Context: an optimization exercise on an open-source flow, tuned for small area. The choices shown serve that exercise and are no tape-out recipe.
Where RTL was checked, it was by simulation tests only, not by an equivalence proof against the original.

==> job 6379: inputs <==
==> flow/design.v (excerpt) <==
module bm_noise_out #(
   parameter int DEPTH = 8,
   parameter int AW    = 3
) (
   input  logic          clk,
   input  logic          rst_n,
   input  logic          in_valid,
   output logic          in_ready,
   input  logic [16:0]   f,
   input  logic [15:0]   g0,
   input  logic [15:0]   g1,
   output logic          out_valid,
   input  logic          out_ready,
   output logic [15:0]   out_data,
   output logic          out_idx,
   output logic [AW:0]   fifo_level
);
clock: 8.0 ns
lec_check: 0
cap_margin: 20
core_margin: 2
core_utilization: 40
cts_buf_list: sky130_fd_sc_hd__clkbuf_8
cts_cluster_diameter: 60
cts_cluster_size: 18
slew_margin: 20
run.sh (not shown) runs the stock make flow with config.mk's settings and CLKGATE_MAP_FILE= SYNTH_SCRIPT=/design/flow/synth_recipe.tcl, a recipe that flattens the netlist after the stock synthesis.
==> inputs of job 4285, as changes to job 6379 <==
==> flow/config.mk (replaced) <==
export PLATFORM = sky130hd
export DESIGN_NAME = bm_noise_out
export DESIGN_NICKNAME = bm_noise_out
export VERILOG_FILES = /design/flow/design.v
export SDC_FILE = /design/flow/constraint.sdc
export NUM_CORES = 4
export LEC_CHECK = 0
export CAP_MARGIN = 0
export CORE_MARGIN = 2
export CORE_UTILIZATION = 40
export CTS_BUF_LIST = sky130_fd_sc_hd__clkbuf_4
export SLEW_MARGIN = 0
==> inputs of job 1566, as changes to job 6379 <==
--- a/flow/config.mk
+++ b/flow/config.mk
@@ -7,8 +7,6 @@
 export LEC_CHECK = 0
 export CAP_MARGIN = 20
 export CORE_MARGIN = 2
-export CORE_UTILIZATION = 40
+export CORE_UTILIZATION = 60
 export CTS_BUF_LIST = sky130_fd_sc_hd__clkbuf_8
-export CTS_CLUSTER_DIAMETER = 60
-export CTS_CLUSTER_SIZE = 18
 export SLEW_MARGIN = 20
==> summary.txt <==
Status
  • Outcome: finished clean

STA
  • Worst setup margin: 0.2294 ns
  • Min Tclk post-route: 7.771 ns

Cells and area
  • Final design utilization: 69.51%
  • Fraction of area in multi-input gates: 38.32%
  • Sequential share of cell area: 47.12%
  • Antenna diode count: 2

CTS
  • CTS clk-pin slew, worst paths: 0.06 ns
  • Clock Root Buffer: clkbuf_8
  • Worst-skew pair later-pin latency: 0.63 ns

Die
  • Row count: 72

Critical path
  • Critical R2R Capture: out_reg[11]

Placed design
  • Placed inst area: 0.02531 mm2
the above is filed under job 1566

==> summary.txt <==
Min path
  • Hold-critical path depth: 0

Logic synthesis
  • Cells after synthesis: 1,555

Placed design
  • Placed inst area: 0.02565 mm2

Die
  • Row count: 88

Status
  • Outcome: finished clean

STA
  • Worst setup margin: 0.2428 ns
  • Min Tclk post-route: 7.757 ns

GRT
  • Largest net degree at the start of global routing: 50

Cells and area
  • Final design utilization: 45.78%
  • Fraction of area in multi-input gates: 38.83%
  • Sequential share of cell area: 47.72%

Critical path
  • Critical R2R Capture: out_reg[12]

CTS
  • CTS clk-pin slew, worst paths: 0.11 ns
  • Clock Root Buffer: clkbuf_8
the above is filed under job 6379

==> summary.txt <==
Min path
  • Hold Crit Class: reg -> reg

Critical path
  • Crit path kind: reg -> reg
  • Worst Path Required: 8.59 ns
  • Critical R2R Capture: out_reg[11]

STA
  • Worst setup margin: 0.2467 ns

Status
  • Outcome: finished clean

CTS
  • CTS clk-pin slew, worst paths: 0.06 ns
  • Clock Root Buffer: clkbuf_4
  • CTS tree: done

Cells and area
  • Antenna diode count: 6
  • Fraction of area in multi-input gates: 37.80%
  • Sequential share of cell area: 46.49%
  • Final design utilization: 46.98%

Placed design
  • Placed inst area: 0.02565 mm2

Logic synthesis
  • Count leader, synth: edfxtp_1

Die
  • Row count: 88
the above is filed under job 4285


---

==> inputs of job 3566 <==
bm_noise_out, a different RTL version from the one above (not shown whole).
Design bm_noise_out, start of the top module:
module bm_noise_out #(
   parameter int DEPTH = 8,
   parameter int AW    = 3
) (
   input  logic          clk,
   input  logic          rst_n,
   input  logic          in_valid,
   output logic          in_ready,
   input  logic [16:0]   f,
   input  logic [15:0]   g0,
   input  logic [15:0]   g1,
   output logic          out_valid,
   input  logic          out_ready,
   output logic [15:0]   out_data,
   output logic          out_idx,
   output logic [AW:0]   fifo_level
);
   logic               init_reg;
   logic               s0_valid_reg;
   logic               s1_valid_reg;
   logic               s2_valid_reg;
   logic [AW-1:0]      wr_ptr_reg;
   logic [AW-1:0]      rd_ptr_reg;
   logic [AW:0]        level_reg;
   logic               half_reg;
   logic [16:0]        mem_f  [0:DEPTH-1];
   logic [15:0]        mem_g0 [0:DEPTH-1];
   logic [15:0]        mem_g1 [0:DEPTH-1];
   logic               accept;
   logic               push;
   logic               pop;
   logic [AW+1:0]      occupancy;
   logic [AW-1:0]      mul_slot;
   logic               mul_hi;
   logic [16:0]        mul_f;
   logic [15:0]        mul_g;
  ...
Settings: LEC_CHECK=0, CAP_MARGIN=20, CORE_MARGIN=2, CORE_UTILIZATION=40, CTS_BUF_LIST=sky130_fd_sc_hd__clkbuf_8, CTS_CLUSTER_DIAMETER=60, CTS_CLUSTER_SIZE=18, SLEW_MARGIN=20, SYNTH_HIERARCHICAL=1, SYNTH_MINIMUM_KEEP_SIZE=0; clock period 8.0 ns.
==> inputs of job 6106, as changes to job 3566 <==
--- a/flow/design.v
+++ b/flow/design.v
@@ -15,45 +15,43 @@
    output logic          out_idx,
    output logic [AW:0]   fifo_level
 );
    logic               init_reg;
    logic               s0_valid_reg;
    logic               s1_valid_reg;
    logic               s2_valid_reg;
    logic [AW-1:0]      wr_ptr_reg;
-   logic [AW-1:0]      rd_ptr_reg;
+   logic [AW-1:0]      slot_reg;
    logic [AW:0]        level_reg;
    logic               half_reg;
    logic [16:0]        mem_f  [0:DEPTH-1];
    logic [15:0]        mem_g0 [0:DEPTH-1];
    logic [15:0]        mem_g1 [0:DEPTH-1];
    logic               accept;
    logic               push;
    logic               pop;
    logic [AW+1:0]      occupancy;
-   logic [AW-1:0]      mul_slot;
    logic               mul_hi;
    logic [16:0]        mul_f;
    logic [15:0]        mul_g;
    logic [15:0]        mul_x;
    logic [15:0]        out_reg;
    assign occupancy = (AW+2)'(level_reg) + (AW+2)'(s0_valid_reg)
                     + (AW+2)'(s1_valid_reg) + (AW+2)'(s2_valid_reg);
    assign in_ready   = init_reg && (occupancy <= (AW+2)'(DEPTH - 1));
    assign accept     = in_valid && in_ready;
    assign push       = s2_valid_reg;
    assign out_valid  = (level_reg != '0);
    assign pop        = out_valid && out_ready && half_reg;
    assign out_idx    = half_reg;
    assign fifo_level = level_reg;
-   assign mul_slot = rd_ptr_reg + AW'(half_reg);
    assign mul_hi   = out_valid && !half_reg;
-   assign mul_f    = mem_f[mul_slot];
-   assign mul_g    = mul_hi ? mem_g1[mul_slot] : mem_g0[mul_slot];
+   assign mul_f    = mem_f[slot_reg];
+   assign mul_g    = mul_hi ? mem_g1[slot_reg] : mem_g0[slot_reg];
    logic p1, p2, p3, p4, p5, p6, p7, p8, p9, p10, p11, p12;
    logic p13, p14, p15, p16, p17, p18, p19, p20, p21, p22, p23, p24;
    logic p25, p26, p27, p28, p29, p30, p31, p32, p33, p34, p35, p36;
    logic p37, p38, p39, p40, p41, p42, p43, p44, p45, p46, p47, p48;
    logic p49, p50, p51, p52, p53, p54, p55, p56, p57, p58, p59, p60;
    logic p61, p62, p63, p64, p65, p66, p67, p68, p69, p70, p71, p72;
    logic p73, p74, p75, p76, p77, p78, p79, p80, p81, p82, p83, p84;
    logic p85, p86, p87, p88, p89, p90, p91, p92, p93, p94, p95, p96;
@@ -621,36 +619,48 @@
    bm_fa u_s713 (.x(c600), .y(s657), .z(c656), .s(s713), .c(c714));
    bm_fa u_s715 (.x(s607), .y(c658), .z(s659), .s(s715), .c(c716));
    bm_fa u_s717 (.x(c608), .y(s661), .z(c660), .s(s717), .c(c718));
    bm_fa u_s719 (.x(c610), .y(s663), .z(c662), .s(s719), .c(c720));
    bm_fa u_s721 (.x(p256), .y(p271), .z(c664), .s(s721), .c(c722));
    logic [32:0] ra, rb, sum;
    assign ra = {1'b0, c722, c720, c718, c716, c714, c712, c710, c708, c706, c704, c702, c700, c698, c696, c694, c692, c690, c688, c686, c684, c682, c680, c678, c676, c674, c672, c670, c668, c666, s665, p2, p1};
    assign rb = {1'b1, p272, s721, s719, s717, s715, s713, s711, s709, s707, s705, s703, s701, s699, s697, s695, s693, s691, s689, s687, s685, s683, s681, s679, s677, s675, s673, s671, s669, s667, p33, p17, 1'b1};
-   assign sum = ra + rb + 33'd1;
+   logic [8:0] rc;
+   assign rc[0] = 1'b1;
+   assign rc[1] = (ra[0] & rb[0]) | (ra[0] & rc[0]) | (rb[0] & rc[0]);
+   assign rc[2] = (ra[1] & rb[1]) | (ra[1] & rc[1]) | (rb[1] & rc[1]);
+   assign rc[3] = (ra[2] & rb[2]) | (ra[2] & rc[2]) | (rb[2] & rc[2]);
+   assign rc[4] = (ra[3] & rb[3]) | (ra[3] & rc[3]) | (rb[3] & rc[3]);
+   assign rc[5] = (ra[4] & rb[4]) | (ra[4] & rc[4]) | (rb[4] & rc[4]);
+   assign rc[6] = (ra[5] & rb[5]) | (ra[5] & rc[5]) | (rb[5] & rc[5]);
+   assign rc[7] = (ra[6] & rb[6]) | (ra[6] & rc[6]) | (rb[6] & rc[6]);
+   assign rc[8] = (ra[7] & rb[7]) | (ra[7] & rc[7]) | (rb[7] & rc[7]);
+   logic [24:0] hi;
+   assign hi = ra[32:8] + rb[32:8] + 25'(rc[8]);
+   assign sum = {hi, 8'(0)};
    assign mul_x = ~sum[32:17];
    assign out_data = out_valid ? out_reg : 16'h0000;
    always_ff @(posedge clk or negedge rst_n) begin
       if (!rst_n) begin
          init_reg     <= 1'b0;
          s0_valid_reg <= 1'b0;
          s1_valid_reg <= 1'b0;
          s2_valid_reg <= 1'b0;
          wr_ptr_reg   <= '0;
-         rd_ptr_reg   <= '0;
+         slot_reg     <= '0;
          level_reg    <= '0;
          half_reg     <= 1'b0;
       end else begin
          init_reg     <= 1'b1;
          s0_valid_reg <= accept;
          s1_valid_reg <= s0_valid_reg;
          s2_valid_reg <= s1_valid_reg;
          if (accept) wr_ptr_reg <= wr_ptr_reg + AW'(1);
-         if (pop)    rd_ptr_reg <= rd_ptr_reg + AW'(1);
+         if (out_valid && out_ready && !half_reg) slot_reg <= slot_reg + AW'(1);
          level_reg <= level_reg + (AW+1)'(push) - (AW+1)'(pop);
          if (out_valid && out_ready) half_reg <= ~half_reg;
       end
    end
    always_ff @(posedge clk) begin
       if (!out_valid || out_ready) out_reg <= mul_x;
    end
    always_ff @(posedge clk) begin
==> flow/flow/run.sh (new file) <==
#!/bin/bash
# The standard layout (the standard.sh: standard synthesis, then ORFS
# floorplan to finish) with two placement/CTS choices changed:
#  - port buffers use the smallest buffer cell (every port still gets one);
#  - clock tree synthesis adds no dummy loads (same buffers and clustering
#    as config.mk asks for).
set -euo pipefail
export BUFFER_PORTS_ARGS="-buffer_cell sky130_fd_sc_hd__buf_1"
export CTS_ARGS="-sink_clustering_enable -repair_clock_nets -dont_use_dummy_load -buf_list sky130_fd_sc_hd__clkbuf_8 -sink_clustering_size 18 -sink_clustering_max_diameter 60"
bash standard.sh > standard.log 2>&1
==> flow/standard.sh (new file) <==
#!/bin/bash
# synth_recipe.tcl (not shown) runs the flow's synth.tcl, then flattens the netlist and writes it again
# the make line also repeats each setting of config.mk as NAME=value (left out here)
make -C /OpenROAD-flow-scripts/flow DESIGN_CONFIG=/design/flow/config.mk WORK_HOME=/design/flow/orfs CLKGATE_MAP_FILE= SYNTH_SCRIPT=/design/flow/synth_recipe.tcl "${@:-finish}"
removed: flow/run.sh
==> inputs of job 2782, as changes to job 3566 <==
--- a/flow/design.v
+++ b/flow/design.v
@@ -15,45 +15,50 @@
    output logic          out_idx,
    output logic [AW:0]   fifo_level
 );
    logic               init_reg;
    logic               s0_valid_reg;
    logic               s1_valid_reg;
    logic               s2_valid_reg;
    logic [AW-1:0]      wr_ptr_reg;
-   logic [AW-1:0]      rd_ptr_reg;
+   logic [DEPTH-1:0]   slot_sel_reg;
    logic [AW:0]        level_reg;
    logic               half_reg;
    logic [16:0]        mem_f  [0:DEPTH-1];
    logic [15:0]        mem_g0 [0:DEPTH-1];
    logic [15:0]        mem_g1 [0:DEPTH-1];
    logic               accept;
    logic               push;
    logic               pop;
    logic [AW+1:0]      occupancy;
-   logic [AW-1:0]      mul_slot;
    logic               mul_hi;
    logic [16:0]        mul_f;
    logic [15:0]        mul_g;
    logic [15:0]        mul_x;
    logic [15:0]        out_reg;
    assign occupancy = (AW+2)'(level_reg) + (AW+2)'(s0_valid_reg)
                     + (AW+2)'(s1_valid_reg) + (AW+2)'(s2_valid_reg);
    assign in_ready   = init_reg && (occupancy <= (AW+2)'(DEPTH - 1));
    assign accept     = in_valid && in_ready;
    assign push       = s2_valid_reg;
    assign out_valid  = (level_reg != '0);
    assign pop        = out_valid && out_ready && half_reg;
    assign out_idx    = half_reg;
    assign fifo_level = level_reg;
-   assign mul_slot = rd_ptr_reg + AW'(half_reg);
    assign mul_hi   = out_valid && !half_reg;
-   assign mul_f    = mem_f[mul_slot];
-   assign mul_g    = mul_hi ? mem_g1[mul_slot] : mem_g0[mul_slot];
+   always_comb begin
+      mul_f = '0;
+      mul_g = '0;
+      for (int k = 0; k < DEPTH; k++) begin
+         mul_f = mul_f | ({17{slot_sel_reg[k]}} & mem_f[k]);
+         mul_g = mul_g | ({16{slot_sel_reg[k] && !mul_hi}} & mem_g0[k])
+                       | ({16{slot_sel_reg[k] &&  mul_hi}} & mem_g1[k]);
+      end
+   end
    logic p1, p2, p3, p4, p5, p6, p7, p8, p9, p10, p11, p12;
    logic p13, p14, p15, p16, p17, p18, p19, p20, p21, p22, p23, p24;
    logic p25, p26, p27, p28, p29, p30, p31, p32, p33, p34, p35, p36;
    logic p37, p38, p39, p40, p41, p42, p43, p44, p45, p46, p47, p48;
    logic p49, p50, p51, p52, p53, p54, p55, p56, p57, p58, p59, p60;
    logic p61, p62, p63, p64, p65, p66, p67, p68, p69, p70, p71, p72;
    logic p73, p74, p75, p76, p77, p78, p79, p80, p81, p82, p83, p84;
    logic p85, p86, p87, p88, p89, p90, p91, p92, p93, p94, p95, p96;
@@ -621,36 +626,55 @@
    bm_fa u_s713 (.x(c600), .y(s657), .z(c656), .s(s713), .c(c714));
    bm_fa u_s715 (.x(s607), .y(c658), .z(s659), .s(s715), .c(c716));
    bm_fa u_s717 (.x(c608), .y(s661), .z(c660), .s(s717), .c(c718));
    bm_fa u_s719 (.x(c610), .y(s663), .z(c662), .s(s719), .c(c720));
    bm_fa u_s721 (.x(p256), .y(p271), .z(c664), .s(s721), .c(c722));
    logic [32:0] ra, rb, sum;
    assign ra = {1'b0, c722, c720, c718, c716, c714, c712, c710, c708, c706, c704, c702, c700, c698, c696, c694, c692, c690, c688, c686, c684, c682, c680, c678, c676, c674, c672, c670, c668, c666, s665, p2, p1};
    assign rb = {1'b1, p272, s721, s719, s717, s715, s713, s711, s709, s707, s705, s703, s701, s699, s697, s695, s693, s691, s689, s687, s685, s683, s681, s679, s677, s675, s673, s671, s669, s667, p33, p17, 1'b1};
-   assign sum = ra + rb + 33'd1;
+   logic [14:0] rc;
+   assign rc[0] = 1'b1;
+   assign rc[1] = (ra[0] & rb[0]) | (ra[0] & rc[0]) | (rb[0] & rc[0]);
+   assign rc[2] = (ra[1] & rb[1]) | (ra[1] & rc[1]) | (rb[1] & rc[1]);
+   assign rc[3] = (ra[2] & rb[2]) | (ra[2] & rc[2]) | (rb[2] & rc[2]);
+   assign rc[4] = (ra[3] & rb[3]) | (ra[3] & rc[3]) | (rb[3] & rc[3]);
+   assign rc[5] = (ra[4] & rb[4]) | (ra[4] & rc[4]) | (rb[4] & rc[4]);
+   assign rc[6] = (ra[5] & rb[5]) | (ra[5] & rc[5]) | (rb[5] & rc[5]);
+   assign rc[7] = (ra[6] & rb[6]) | (ra[6] & rc[6]) | (rb[6] & rc[6]);
+   assign rc[8] = (ra[7] & rb[7]) | (ra[7] & rc[7]) | (rb[7] & rc[7]);
+   assign rc[9] = (ra[8] & rb[8]) | (ra[8] & rc[8]) | (rb[8] & rc[8]);
+   assign rc[10] = (ra[9] & rb[9]) | (ra[9] & rc[9]) | (rb[9] & rc[9]);
+   assign rc[11] = (ra[10] & rb[10]) | (ra[10] & rc[10]) | (rb[10] & rc[10]);
+   assign rc[12] = (ra[11] & rb[11]) | (ra[11] & rc[11]) | (rb[11] & rc[11]);
+   assign rc[13] = (ra[12] & rb[12]) | (ra[12] & rc[12]) | (rb[12] & rc[12]);
+   assign rc[14] = (ra[13] & rb[13]) | (ra[13] & rc[13]) | (rb[13] & rc[13]);
+   logic [18:0] hi;
+   assign hi = ra[32:14] + rb[32:14] + 19'(rc[14]);
+   assign sum = {hi, 14'(0)};
    assign mul_x = ~sum[32:17];
    assign out_data = out_valid ? out_reg : 16'h0000;
    always_ff @(posedge clk or negedge rst_n) begin
       if (!rst_n) begin
          init_reg     <= 1'b0;
          s0_valid_reg <= 1'b0;
          s1_valid_reg <= 1'b0;
          s2_valid_reg <= 1'b0;
          wr_ptr_reg   <= '0;
-         rd_ptr_reg   <= '0;
+         slot_sel_reg <= DEPTH'(1);
          level_reg    <= '0;
          half_reg     <= 1'b0;
       end else begin
          init_reg     <= 1'b1;
          s0_valid_reg <= accept;
          s1_valid_reg <= s0_valid_reg;
          s2_valid_reg <= s1_valid_reg;
          if (accept) wr_ptr_reg <= wr_ptr_reg + AW'(1);
-         if (pop)    rd_ptr_reg <= rd_ptr_reg + AW'(1);
+         if (out_valid && out_ready && !half_reg)
+            slot_sel_reg <= {slot_sel_reg[DEPTH-2:0], slot_sel_reg[DEPTH-1]};
          level_reg <= level_reg + (AW+1)'(push) - (AW+1)'(pop);
          if (out_valid && out_ready) half_reg <= ~half_reg;
       end
    end
    always_ff @(posedge clk) begin
       if (!out_valid || out_ready) out_reg <= mul_x;
    end
    always_ff @(posedge clk) begin
==> flow/flow/run.sh (new file) <==
#!/bin/bash
# The standard layout (the standard.sh: standard synthesis, then ORFS
# floorplan to finish) with two placement/CTS choices changed:
#  - port buffers use the smallest buffer cell (every port still gets one);
#  - clock tree synthesis adds no dummy loads (same buffers and clustering
#    as config.mk asks for).
set -euo pipefail
export BUFFER_PORTS_ARGS="-buffer_cell sky130_fd_sc_hd__buf_1"
export CTS_ARGS="-sink_clustering_enable -repair_clock_nets -dont_use_dummy_load -buf_list sky130_fd_sc_hd__clkbuf_8 -sink_clustering_size 18 -sink_clustering_max_diameter 60"
bash standard.sh > standard.log 2>&1
==> flow/standard.sh (new file) <==
#!/bin/bash
# synth_recipe.tcl (not shown) runs the flow's synth.tcl, then flattens the netlist and writes it again
# the make line also repeats each setting of config.mk as NAME=value (left out here)
make -C /OpenROAD-flow-scripts/flow DESIGN_CONFIG=/design/flow/config.mk WORK_HOME=/design/flow/orfs CLKGATE_MAP_FILE= SYNTH_SCRIPT=/design/flow/synth_recipe.tcl "${@:-finish}"
removed: flow/run.sh
==> summary of the runs <==
Job 3566 went through all stages and came out clean. Job 2782 went through all stages and came out clean. Job 6106 completed with no timing, DRC or antenna violations.
Via count, lowest first: job 6106, job 3566, job 2782.
Setup slack: job 3566 < job 2782 < job 6106.
The lowest register-to-register slack belongs to job 3566, the highest to job 6106.
Final cell count: job 6106 < job 3566 < job 2782.
Synthesized area, highest first: job 3566, job 6106, job 2782.
Hold slack: job 6106 > job 3566 > job 2782.
==> figures <==
quantity                                                                        job 2782                 job 6106                 job 3566
Status                                                           complete, no violations  complete, no violations  complete, no violations
Fraction of area in clock buffers and inverters                                    1.74%                    1.88%                    2.44%
Detailed-placement wirelength estimate                                           37.4 mm                  33.2 mm                  36.8 mm
XOR/XNOR share of the synthesized area                                            0.585%                   0.762%                   0.754%
Worst slack on hold paths                                                       0.390 ns                 0.411 ns                 0.409 ns
Launch point of the worst hold path                                         s0_valid_reg             s1_valid_reg             s1_valid_reg
Worst Skew                                                                     0.0575 ns                0.0829 ns                0.0396 ns
Die Span X                                                                        241 µm                   244 µm                   245 µm
Insertion delay of the later-clocked pin in the worst-skew pair                  0.65 ns                  0.61 ns                  0.65 ns
Post-synth ARST share                                                              4.67%                    3.55%                    3.55%
Final instance area                                                            24500 µm²                24900 µm²                25800 µm²
Share of the core filled with cells                                                44.4%                    44.0%                    44.8%
Mapped Cells                                                                        1584                     1408                     1430
Max Fanout on Critical Path                                                           27                       19                       17
No functional check of the RTL was part of job 6106.

-- static timing again, ports no longer ideal --
Ports are ideal in the flow. The routed layouts listed here were re-timed in OpenROAD. Step 1, drivers: a clkbuf_16 drives clk and a buf_2 each remaining input, both assumed. Step 2 also shifts input and output timing later by t, the mid clock arrival at the registers, as if the neighbouring blocks saw the same clock. Three values: no drivers, after step 1, after step 2; two values: the first two.
run	shift t [ns]	slack for setup (ns)	hold slack, ns
job 6379	0.700	0.243 / 0.243 / 0.243	0.416 / 0.416 / 0.416
job 4285	0.868	0.247 / 0.247 / 0.247	0.406 / 0.406 / 0.406
job 1566	0.668	0.229 / 0.229 / 0.229	0.387 / 0.387 / 0.387
job 3566	0.685	0.339 / 0.339 / 0.339	0.409 / 0.409 / 0.409
job 6106	0.623	0.540 / 0.540 / 0.540	0.410 / 0.410 / 0.410
job 2782	0.672	0.410 / 0.410 / 0.410	0.390 / 0.390 / 0.390
After both steps every run listed still meets setup and hold.
